This design comes from an exercise in tuning for small area on the open sky130 flow, not from production work.
Function was checked by simulation only, so behaviour that the tests miss may differ from the original.
Power is estimated from default activity; no workload was simulated.

==> design/flow/run.sh <==
#!/bin/bash
# synth_recipe.tcl (not shown) runs the flow's synth.tcl, then flattens the netlist and writes it again
# the make line also repeats each setting of config.mk as NAME=value (left out here)
make -C /OpenROAD-flow-scripts/flow DESIGN_CONFIG=/design/flow/config.mk WORK_HOME=/design/flow/orfs CLKGATE_MAP_FILE= SYNTH_SCRIPT=/design/flow/synth_recipe.tcl finish
==> design/flow/config.mk <==
export PLATFORM = sky130hd
export DESIGN_NAME = axi_split_top
export DESIGN_NICKNAME = axi_split_top
export VERILOG_FILES = /design/flow/design.v
export SDC_FILE = /design/flow/constraint.sdc
export NUM_CORES = 4
export LEC_CHECK = 0
export CAP_MARGIN = 20
export CORE_MARGIN = 2
export CORE_UTILIZATION = 40
export SLEW_MARGIN = 20
==> design/flow/constraint.sdc <==
create_clock -name core_clock -period 6.0 [get_ports {clk}]
set_input_delay 1.2000 -clock core_clock [delete_from_list [all_inputs] [get_ports {clk}]]
set_output_delay 1.2000 -clock core_clock [all_outputs]
set_load 0.01 [all_outputs]
==> design/flow/design.v <==
`default_nettype none
package split_cfg_pkg;
   localparam int def_data_w     = 64;
   localparam int def_addr_w     = 32;
   localparam int def_out_addr_w = 28;
   localparam int def_ax_depth   = 4;
   localparam int def_data_depth = 16;
   localparam logic [31:0] def_base0 = 32'h0000_0000;
   localparam logic [31:0] def_base1 = 32'h0800_0000;
   localparam int def_credit_w   = 8;
endpackage
`default_nettype wire
`default_nettype none
package axi_bus_pkg;
   localparam int len_w = 8;
   typedef logic [len_w-1:0] len_t;
endpackage
`default_nettype wire
`timescale 1ns/1ps
`default_nettype none
module sync_fifo #(
   parameter int width = 8,
   parameter int depth = 4
) (
   input  logic             clk,
   input  logic             resetn,
   input  logic [width-1:0] in_data,
   input  logic             in_valid,
   output logic             in_ready,
   output logic [width-1:0] out_data,
   output logic             out_valid,
   input  logic             out_ready
);
   localparam int ptr_w = (depth > 1) ? $clog2(depth) : 1;
   localparam int cnt_w = $clog2(depth + 1);
   logic [width-1:0] mem [depth];
   logic [ptr_w-1:0] wr_ptr;
   logic [ptr_w-1:0] rd_ptr;
   logic [cnt_w-1:0] count;
   logic             push;
   logic             pop;
   assign in_ready  = (count != cnt_w'(depth));
   assign out_valid = (count != '0);
   assign push      = in_valid & in_ready;
   assign pop       = out_valid & out_ready;
   assign out_data = mem[rd_ptr];
   always_ff @(posedge clk) begin
      if (push) begin
         mem[wr_ptr] <= in_data;
      end
   end
   always_ff @(posedge clk) begin
      if (!resetn) begin
         wr_ptr <= '0;
         rd_ptr <= '0;
         count  <= '0;
      end else begin
         if (push) begin
            wr_ptr <= (wr_ptr == ptr_w'(depth - 1)) ? '0 : wr_ptr + ptr_w'(1);
         end
         if (pop) begin
            rd_ptr <= (rd_ptr == ptr_w'(depth - 1)) ? '0 : rd_ptr + ptr_w'(1);
         end
         if (push && !pop) begin
            count <= count + cnt_w'(1);
         end else if (pop && !push) begin
            count <= count - cnt_w'(1);
         end
      end
   end
endmodule
`default_nettype wire
`timescale 1ns/1ps
`default_nettype none
module split_lane #(
   parameter int          data_w     = split_cfg_pkg::def_data_w,
   parameter int          addr_w     = split_cfg_pkg::def_addr_w,
   parameter int          out_addr_w = split_cfg_pkg::def_out_addr_w,
   parameter int          ax_depth   = split_cfg_pkg::def_ax_depth,
   parameter int          data_depth = split_cfg_pkg::def_data_depth,
   parameter logic [31:0] lane_base  = split_cfg_pkg::def_base0
) (
   input  logic                    clk,
   input  logic                    resetn,
   input  logic [addr_w-1:0]       s_awaddr,
   input  axi_bus_pkg::len_t                    s_awlen,
   input  logic [addr_w-1:0]       s_araddr,
   input  axi_bus_pkg::len_t                    s_arlen,
   input  logic [data_w/2-1:0]     s_wdata_half,
   input  logic                    s_wlast,
   input  logic                    s_bready,
   output logic [data_w/2-1:0]     r_data,
   output logic                    r_last,
   output logic                    ctl_aw_ready,
   output logic                    ctl_w_ready,
   output logic                    ctl_ar_ready,
   output logic                    ctl_r_valid,
   output logic                    ctl_b_done,
   input  logic                    ctl_aw_push,
   input  logic                    ctl_w_push,
   input  logic                    ctl_ar_push,
   input  logic                    ctl_r_pop,
   output logic [out_addr_w-1:0]   m_awaddr,
   output axi_bus_pkg::len_t                    m_awlen,
   output logic                    m_awvalid,
   input  logic                    m_awready,
   output logic [data_w/2-1:0]     m_wdata,
   output logic                    m_wlast,
   output logic                    m_wvalid,
   input  logic                    m_wready,
   input  logic                    m_bvalid,
   output logic                    m_bready,
   output logic [out_addr_w-1:0]   m_araddr,
   output axi_bus_pkg::len_t                    m_arlen,
   output logic                    m_arvalid,
   input  logic                    m_arready,
   input  logic [data_w/2-1:0]     m_rdata,
   input  logic                    m_rlast,
   input  logic                    m_rvalid,
   output logic                    m_rready
);
   localparam int half_w = data_w / 2;
   localparam int ax_w   = out_addr_w + axi_bus_pkg::len_w;
   logic [out_addr_w-1:0] aw_remap;
   logic [out_addr_w-1:0] ar_remap;
   assign aw_remap = out_addr_w'((s_awaddr >> 1) + addr_w'(lane_base));
   assign ar_remap = out_addr_w'((s_araddr >> 1) + addr_w'(lane_base));
   sync_fifo #(.width(ax_w), .depth(ax_depth)) u_aw_fifo (
      .clk(clk), .resetn(resetn),
      .in_data({aw_remap, s_awlen}), .in_valid(ctl_aw_push), .in_ready(ctl_aw_ready),
      .out_data({m_awaddr, m_awlen}), .out_valid(m_awvalid), .out_ready(m_awready)
   );
   sync_fifo #(.width(half_w + 1), .depth(data_depth)) u_w_fifo (
      .clk(clk), .resetn(resetn),
      .in_data({s_wdata_half, s_wlast}), .in_valid(ctl_w_push), .in_ready(ctl_w_ready),
      .out_data({m_wdata, m_wlast}), .out_valid(m_wvalid), .out_ready(m_wready)
   );
   sync_fifo #(.width(ax_w), .depth(ax_depth)) u_ar_fifo (
      .clk(clk), .resetn(resetn),
      .in_data({ar_remap, s_arlen}), .in_valid(ctl_ar_push), .in_ready(ctl_ar_ready),
      .out_data({m_araddr, m_arlen}), .out_valid(m_arvalid), .out_ready(m_arready)
   );
   sync_fifo #(.width(half_w + 1), .depth(data_depth)) u_r_fifo (
      .clk(clk), .resetn(resetn),
      .in_data({m_rdata, m_rlast}), .in_valid(m_rvalid), .in_ready(m_rready),
      .out_data({r_data, r_last}), .out_valid(ctl_r_valid), .out_ready(ctl_r_pop)
   );
   assign m_bready   = s_bready & resetn;
   assign ctl_b_done = m_bvalid & m_bready;
endmodule
`default_nettype wire
`timescale 1ns/1ps
`default_nettype none
module split_join_ctrl #(
   parameter int credit_w = split_cfg_pkg::def_credit_w
) (
   input  logic      clk,
   input  logic      resetn,
   input  logic      s_awvalid,
   input  logic      s_wvalid,
   input  logic      s_arvalid,
   input  logic      s_rready,
   input  logic      s_bready,
   output logic      s_awready,
   output logic      s_wready,
   output logic      s_arready,
   output logic      s_rvalid,
   output logic      s_bvalid,
   input  logic      lane0_aw_ready,
   input  logic      lane0_w_ready,
   input  logic      lane0_ar_ready,
   input  logic      lane0_r_valid,
   input  logic      lane0_b_done,
   output logic      lane0_aw_push,
   output logic      lane0_w_push,
   output logic      lane0_ar_push,
   output logic      lane0_r_pop,
   input  logic      lane1_aw_ready,
   input  logic      lane1_w_ready,
   input  logic      lane1_ar_ready,
   input  logic      lane1_r_valid,
   input  logic      lane1_b_done,
   output logic      lane1_aw_push,
   output logic      lane1_w_push,
   output logic      lane1_ar_push,
   output logic      lane1_r_pop
);
   logic [credit_w-1:0] credit [2];
   logic [1:0]          b_add;
   logic                b_take;
   assign s_awready = resetn & lane0_aw_ready & lane1_aw_ready;
   assign s_wready  = resetn & lane0_w_ready  & lane1_w_ready;
   assign s_arready = resetn & lane0_ar_ready & lane1_ar_ready;
   assign lane0_aw_push = s_awvalid & s_awready;
   assign lane1_aw_push = s_awvalid & s_awready;
   assign lane0_w_push  = s_wvalid & s_wready;
   assign lane1_w_push  = s_wvalid & s_wready;
   assign lane0_ar_push = s_arvalid & s_arready;
   assign lane1_ar_push = s_arvalid & s_arready;
   assign s_rvalid    = lane0_r_valid & lane1_r_valid;
   assign lane0_r_pop = s_rvalid & s_rready;
   assign lane1_r_pop = s_rvalid & s_rready;
   assign b_add  = {lane1_b_done, lane0_b_done};
   assign b_take = s_bvalid & s_bready;
   assign s_bvalid = (credit[0] != '0) & (credit[1] != '0);
   always_ff @(posedge clk) begin
      if (!resetn) begin
         credit[0] <= '0;
         credit[1] <= '0;
      end else begin
         for (int i = 0; i < 2; i++) begin
            if (b_add[i] && !b_take) begin
               credit[i] <= credit[i] + credit_w'(1);
            end else if (!b_add[i] && b_take) begin
               credit[i] <= credit[i] - credit_w'(1);
            end
         end
      end
   end
endmodule
`default_nettype wire
`timescale 1ns/1ps
`default_nettype none
module axi_split_top #(
   parameter int data_w     = split_cfg_pkg::def_data_w,
   parameter int addr_w     = split_cfg_pkg::def_addr_w,
   parameter int out_addr_w = split_cfg_pkg::def_out_addr_w,
   parameter int ax_depth   = split_cfg_pkg::def_ax_depth,
   parameter int data_depth = split_cfg_pkg::def_data_depth,
   parameter int credit_w   = split_cfg_pkg::def_credit_w
) (
   input  logic                  clk,
   input  logic                  resetn,
   input  logic [addr_w-1:0]     s_awaddr,
   input  axi_bus_pkg::len_t                  s_awlen,
   input  logic                  s_awvalid,
   output logic                  s_awready,
   input  logic [data_w-1:0]     s_wdata,
   input  logic                  s_wlast,
   input  logic                  s_wvalid,
   output logic                  s_wready,
   output logic                  s_bvalid,
   input  logic                  s_bready,
   input  logic [addr_w-1:0]     s_araddr,
   input  axi_bus_pkg::len_t                  s_arlen,
   input  logic                  s_arvalid,
   output logic                  s_arready,
   output logic [data_w-1:0]     s_rdata,
   output logic                  s_rlast,
   output logic                  s_rvalid,
   input  logic                  s_rready,
   output logic [out_addr_w-1:0] m0_awaddr,
   output axi_bus_pkg::len_t                  m0_awlen,
   output logic                  m0_awvalid,
   input  logic                  m0_awready,
   output logic [data_w/2-1:0]   m0_wdata,
   output logic                  m0_wlast,
   output logic                  m0_wvalid,
   input  logic                  m0_wready,
   input  logic                  m0_bvalid,
   output logic                  m0_bready,
   output logic [out_addr_w-1:0] m0_araddr,
   output axi_bus_pkg::len_t                  m0_arlen,
   output logic                  m0_arvalid,
   input  logic                  m0_arready,
   input  logic [data_w/2-1:0]   m0_rdata,
   input  logic                  m0_rlast,
   input  logic                  m0_rvalid,
   output logic                  m0_rready,
   output logic [out_addr_w-1:0] m1_awaddr,
   output axi_bus_pkg::len_t                  m1_awlen,
   output logic                  m1_awvalid,
   input  logic                  m1_awready,
   output logic [data_w/2-1:0]   m1_wdata,
   output logic                  m1_wlast,
   output logic                  m1_wvalid,
   input  logic                  m1_wready,
   input  logic                  m1_bvalid,
   output logic                  m1_bready,
   output logic [out_addr_w-1:0] m1_araddr,
   output axi_bus_pkg::len_t                  m1_arlen,
   output logic                  m1_arvalid,
   input  logic                  m1_arready,
   input  logic [data_w/2-1:0]   m1_rdata,
   input  logic                  m1_rlast,
   input  logic                  m1_rvalid,
   output logic                  m1_rready
);
   localparam int half_w = data_w / 2;
   logic lane0_aw_ready, lane0_w_ready, lane0_ar_ready, lane0_r_valid, lane0_b_done;
   logic lane0_aw_push, lane0_w_push, lane0_ar_push, lane0_r_pop;
   logic lane1_aw_ready, lane1_w_ready, lane1_ar_ready, lane1_r_valid, lane1_b_done;
   logic lane1_aw_push, lane1_w_push, lane1_ar_push, lane1_r_pop;
   split_join_ctrl #(.credit_w(credit_w)) u_ctrl (
      .clk(clk), .resetn(resetn),
      .s_awvalid(s_awvalid), .s_wvalid(s_wvalid), .s_arvalid(s_arvalid),
      .s_rready(s_rready), .s_bready(s_bready),
      .s_awready(s_awready), .s_wready(s_wready), .s_arready(s_arready),
      .s_rvalid(s_rvalid), .s_bvalid(s_bvalid),
      .lane0_aw_ready(lane0_aw_ready),
      .lane0_w_ready(lane0_w_ready),
      .lane0_ar_ready(lane0_ar_ready),
      .lane0_r_valid(lane0_r_valid),
      .lane0_b_done(lane0_b_done),
      .lane0_aw_push(lane0_aw_push),
      .lane0_w_push(lane0_w_push),
      .lane0_ar_push(lane0_ar_push),
      .lane0_r_pop(lane0_r_pop),
      .lane1_aw_ready(lane1_aw_ready),
      .lane1_w_ready(lane1_w_ready),
      .lane1_ar_ready(lane1_ar_ready),
      .lane1_r_valid(lane1_r_valid),
      .lane1_b_done(lane1_b_done),
      .lane1_aw_push(lane1_aw_push),
      .lane1_w_push(lane1_w_push),
      .lane1_ar_push(lane1_ar_push),
      .lane1_r_pop(lane1_r_pop)
   );
   split_lane #(
      .data_w(data_w), .addr_w(addr_w), .out_addr_w(out_addr_w),
      .ax_depth(ax_depth), .data_depth(data_depth), .lane_base(split_cfg_pkg::def_base0)
   ) u_lane0 (
      .clk(clk), .resetn(resetn),
      .s_awaddr(s_awaddr), .s_awlen(s_awlen), .s_araddr(s_araddr), .s_arlen(s_arlen),
      .s_wdata_half(s_wdata[half_w-1:0]), .s_wlast(s_wlast), .s_bready(s_bready),
      .r_data(s_rdata[half_w-1:0]), .r_last(s_rlast),
      .ctl_aw_ready(lane0_aw_ready),
      .ctl_w_ready(lane0_w_ready),
      .ctl_ar_ready(lane0_ar_ready),
      .ctl_r_valid(lane0_r_valid),
      .ctl_b_done(lane0_b_done),
      .ctl_aw_push(lane0_aw_push),
      .ctl_w_push(lane0_w_push),
      .ctl_ar_push(lane0_ar_push),
      .ctl_r_pop(lane0_r_pop),
      .m_awaddr(m0_awaddr), .m_awlen(m0_awlen),
      .m_awvalid(m0_awvalid), .m_awready(m0_awready),
      .m_wdata(m0_wdata), .m_wlast(m0_wlast), .m_wvalid(m0_wvalid), .m_wready(m0_wready),
      .m_bvalid(m0_bvalid), .m_bready(m0_bready),
      .m_araddr(m0_araddr), .m_arlen(m0_arlen),
      .m_arvalid(m0_arvalid), .m_arready(m0_arready),
      .m_rdata(m0_rdata), .m_rlast(m0_rlast), .m_rvalid(m0_rvalid), .m_rready(m0_rready)
   );
   split_lane #(
      .data_w(data_w), .addr_w(addr_w), .out_addr_w(out_addr_w),
      .ax_depth(ax_depth), .data_depth(data_depth), .lane_base(split_cfg_pkg::def_base1)
   ) u_lane1 (
      .clk(clk), .resetn(resetn),
      .s_awaddr(s_awaddr), .s_awlen(s_awlen), .s_araddr(s_araddr), .s_arlen(s_arlen),
      .s_wdata_half(s_wdata[data_w-1:half_w]), .s_wlast(s_wlast), .s_bready(s_bready),
      .r_data(s_rdata[data_w-1:half_w]), .r_last(),
      .ctl_aw_ready(lane1_aw_ready),
      .ctl_w_ready(lane1_w_ready),
      .ctl_ar_ready(lane1_ar_ready),
      .ctl_r_valid(lane1_r_valid),
      .ctl_b_done(lane1_b_done),
      .ctl_aw_push(lane1_aw_push),
      .ctl_w_push(lane1_w_push),
      .ctl_ar_push(lane1_ar_push),
      .ctl_r_pop(lane1_r_pop),
      .m_awaddr(m1_awaddr), .m_awlen(m1_awlen),
      .m_awvalid(m1_awvalid), .m_awready(m1_awready),
      .m_wdata(m1_wdata), .m_wlast(m1_wlast), .m_wvalid(m1_wvalid), .m_wready(m1_wready),
      .m_bvalid(m1_bvalid), .m_bready(m1_bready),
      .m_araddr(m1_araddr), .m_arlen(m1_arlen),
      .m_arvalid(m1_arvalid), .m_arready(m1_arready),
      .m_rdata(m1_rdata), .m_rlast(m1_rlast), .m_rvalid(m1_rvalid), .m_rready(m1_rready)
   );
endmodule
`default_nettype wire
==> results_dict.tcl <==
set metrics [dict create \
    status "finished clean" \
    grt_pass1_vias 50122 \
    max_slew_margin 0.274 \
    crit_fanout 31 \
    start_util 0.403 \
    met1_usage 0.247 \
    report.final.slew_viol_count 0 \
    nets 5501 \
    numClockSinks 2792 \
    cts-root-buf "clkbuf_16" \
    drc 0 \
    ys_top_cells_by_area "edfxtp_1 (76%), mux4_2 (17%), dfxtp_1 (2.3%)" \
    ctsHoldBuffers 0 \
    use_met2 0.287 \
    synthTopCellsByCount "edfxtp_1 (2672), mux4_2 (799), nor2_1 (124)" \
    yosysMostFrequentCell "edfxtp_1" \
    gp_congestion 0.732 \
    use_met3 0.0351 \
    clk_pin_slew_ns 0.06 \
    numCtsBuffers 299 \
    final-hold-violation-count 0 \
    rows 188 \
    yosys.area_share.simple 0.0150 \
    h-tree-depth 5 \
    synth_xor_area_frac 0.00290 \
    syn_avg_cell_area_um2 23.8 \
    top_level_ports 518 \
    end_kind "output port" \
    antenna_found_initial 37 \
    setup-violations-final 0 \
    die_h_um 518 \
    nFillCells 21267 \
    worstMarginPinSlew_ns 1.09 \
    cp_common_cell "mux4_2" \
    synth_fa_ha_area_frac 0.0109 \
    syn_nets 4769 \
    dp.cells 8400 \
    fmax_ghz 0.198 \
    p_leak_nw 38.6 \
    crit_required_ns 4.80 \
    synthMuxAreaShare 0.173 \
    maxCapViolCount 0 \
    wl_per_cell_um 27.0 \
    syn_area_um2 106000 \
    crit_slowest_cell "dfxtp_4" \
    hp-class "register to register" \
    cts_resized 0 \
    synth.top_cell.area_share 0.758 \
    critPathArrivalTime_ns 3.85 \
    syn_inst 4455 \
    fin_skew_ns 0.0498 \
    finalNonFillerCells 8942 \
    synth_top_family_by_area "multiplexers" \
    cp-start-kind "register" \
    clk_latency_ns 0.86 \
    rsz0062_at_grt "false" \
    net-switching-power_mw 12.6 \
    layout_min_cycle_time_ns 5.05 \
    ys.flop_type "edfxtp_1" \
    cts_buffer_depth 4 \
    seq_power_share 0.455 \
    fp.dieW_um 518 \
    path_delay_family "multiplexers" \
    drt_iter0_drc 4399 \
    overflow 0 \
    ys_seq_area_frac 0.781 \
    ys_async_sr_fraction 0 \
    grt_usage 0.177 \
    finalCritPeriodShare 0.842 \
    vias 48588 \
    grt_pass1_wl_um 351000 \
    synth_edf_count 2672 \
    drt-total-wl_um 241000 \
    pwr-share-clk 0.354 \
    ys_types 49 \
    vdd_ir_drop_max_uv 262 \
    worstPathCellList "buf_4 -> mux4_2 -> mux4_2 -> clkdlybuf4s50_1" \
    postRouteAntennaNets 0 \
    dieArea_um2 269000 \
    drive_gt1_frac 0.269 \
    critical_path_class "register to output port" \
    coreArea_um2 263000 \
    r2r_setup_slack_ns 2.39 \
    power_density_nw_per_um2 398 \
    ys_ff_latch 2792 \
    p_int_mw 37.3 \
    finalSetupTns_ns 0 \
    pwr-share-comb 0.191 \
    fin_area_um2 125000 \
    post_cts_buffers 0 \
    post_dp_cell_area_um2 116000 \
    max_stage_delay_ns 0.79 \
    dp_hpwl_um 136000 \
    synth.yosys.warnings 4 \
    whs_ns 0.476 \
    cts_tree "done" \
    yosysTopAreaCell "edfxtp_1" \
    drt-pass1-iter-count 5 \
    io_buffers 508 \
    path_buf_inv 2 \
    grt-busiest-layer "met2" \
    synth-compound-area-share 0.00752 \
    area_delta_synth_final_pct 18.5 \
    viasPerCell 5.43 \
    swShare 0.252 \
    grt_max_degree 84 \
]
==> power groups by stage <==
stage	Clock (mW)	Sequential, mW	Combinational, mW
after floorplan	0	22.6	6.27
after global placement	0	23.1	9.65
after detailed placement	0	23.1	9.71
after CTS	18.1	22.7	9.75
after global routing	18.9	22.8	10.2
final	17.7	22.7	9.52
==> cell usage in the layout (no fill, tap or decap), drive strengths merged, types with 25 or more instances in the layout <==
cell and count:
dfxtp 120, and3 29, a21oi 66, nand3 25, mux4 799, xor2 25
inv 54, nor3 29, clkdlybuf4s50 507, clkbuf 361, mux2i 27, ha 76
edfxtp 2672, nor2 124, buf 137, clkinv 132, nand2 60
==> cell families (layout without fill, tap and decap cells) <==
| group | count (synthesis) | after routing |
|---|---|---|
| XOR/XNOR | 35 | 35 |
| multiplexers | 826 | 826 |
| AO/OA/AOI/OAI | 130 | 130 |
| buffers and inverters | 253 | 1217 |
| flip-flops | 2792 | 2792 |
| adder cells (fa/ha/maj) | 86 | 86 |
| other | 0 | 8 |
| AND/OR/NAND/NOR | 333 | 333 |
==> sequential cells by signal, indices dropped and copies added (netlist names), 144 cells and up, named ones only <==
register and cells:
u_lane0.u_r_fifo.mem 528, u_lane0.u_w_fifo.mem 528, u_lane1.u_w_fifo.mem 528, u_lane1.u_r_fifo.mem 512
u_lane0.u_ar_fifo.mem 144, u_lane0.u_aw_fifo.mem 144, u_lane1.u_ar_fifo.mem 144, u_lane1.u_aw_fifo.mem 144
==> worst paths after layout <==
path / from / endpoint / depth (start not counted)
setup / recovery: register / s_rdata[48] / 4
hold / removal: u_lane1.u_aw_fifo.rd_ptr[1] / register / 2
setup reg to reg: u_lane1.u_w_fifo.count[0] / u_lane0.u_w_fifo.count[4] / 12
hold reg to reg: u_lane1.u_aw_fifo.rd_ptr[1] / register / 2
==> worst register-to-register path, cell delays in order, from the launching register on <==
cell and delay [ns]:
dfxtp_1 0.34, nor4_1 0.52, a221oi_2 0.22, nand2_2 0.28, clkinv_1 0.40, ha_1 0.40, inv_1 0.14, ha_1 0.26
nor2b_1 0.14, o21a_1 0.17, or3_1 0.32, a21oi_1 0.18, mux2i_1 0.19
==> cell type report <==
cell class	instances	area, um2	share of cell area
diodes	8	20.0	0.000160
clock buffers	361	7820	0.0623
clock inverters	172	1520	0.0121
inverters	40	153	0.00122
multi-input cells	1410	22500	0.179
flip-flops and latches	2792	82700	0.659
well taps	3515	4400	0.0351
repair buffers	644	6380	0.0509
==> stage by stage <==
step                      power [mW]  setup slack [ns]  utilization
after floorplan                 28.9              1.09            -
after global placement          32.8             0.951        0.441
after detailed placement        32.9             0.909        0.442
after CTS                       50.6             0.787        0.477
after global routing            51.9             0.679        0.477
final                           49.9             0.949        0.478
==> per-layer routing <==
| layer | vias up | share of wire |
|---|---|---|
| li1 | 20461 | - |
| met1 | 26411 | 0.43 |
| met2 | 1312 | 0.49 |
| met3 | 376 | 0.058 |
| met4 | 28 | 0.019 |
| met5 | - | 0.00076 |

==> static timing again, ports no longer ideal <==
The flow's constraints put no driver on any port. The routed layout listed below was extracted and timed again, unchanged, in two steps.
Step 1 sets driving cells, clkbuf_16 on the clock port and buf_2 on the other inputs (assumed; they add their load-dependent delay and slew).
Step 2, shift: input delay + t, output delay - t, t = (earliest + latest rising clock arrival at the registers) / 2. This alone moves slack from input paths to output paths.
Three values: no drivers, after step 1, after step 2; two values: the first two.
t, ns: 0.914
slack for setup (ns): 0.949 / 0.861 / 0.926
hold slack, ns: 0.476 / 0.476 / 0.476
slew at the worst register clock pin (ns): 0.06 / 0.06
pins driven straight from the clock port: 1
After both steps setup and hold are still met in this run. For this run, drivers alone change the setup slack by -0.088 ns; drivers and shift together by -0.023 ns.
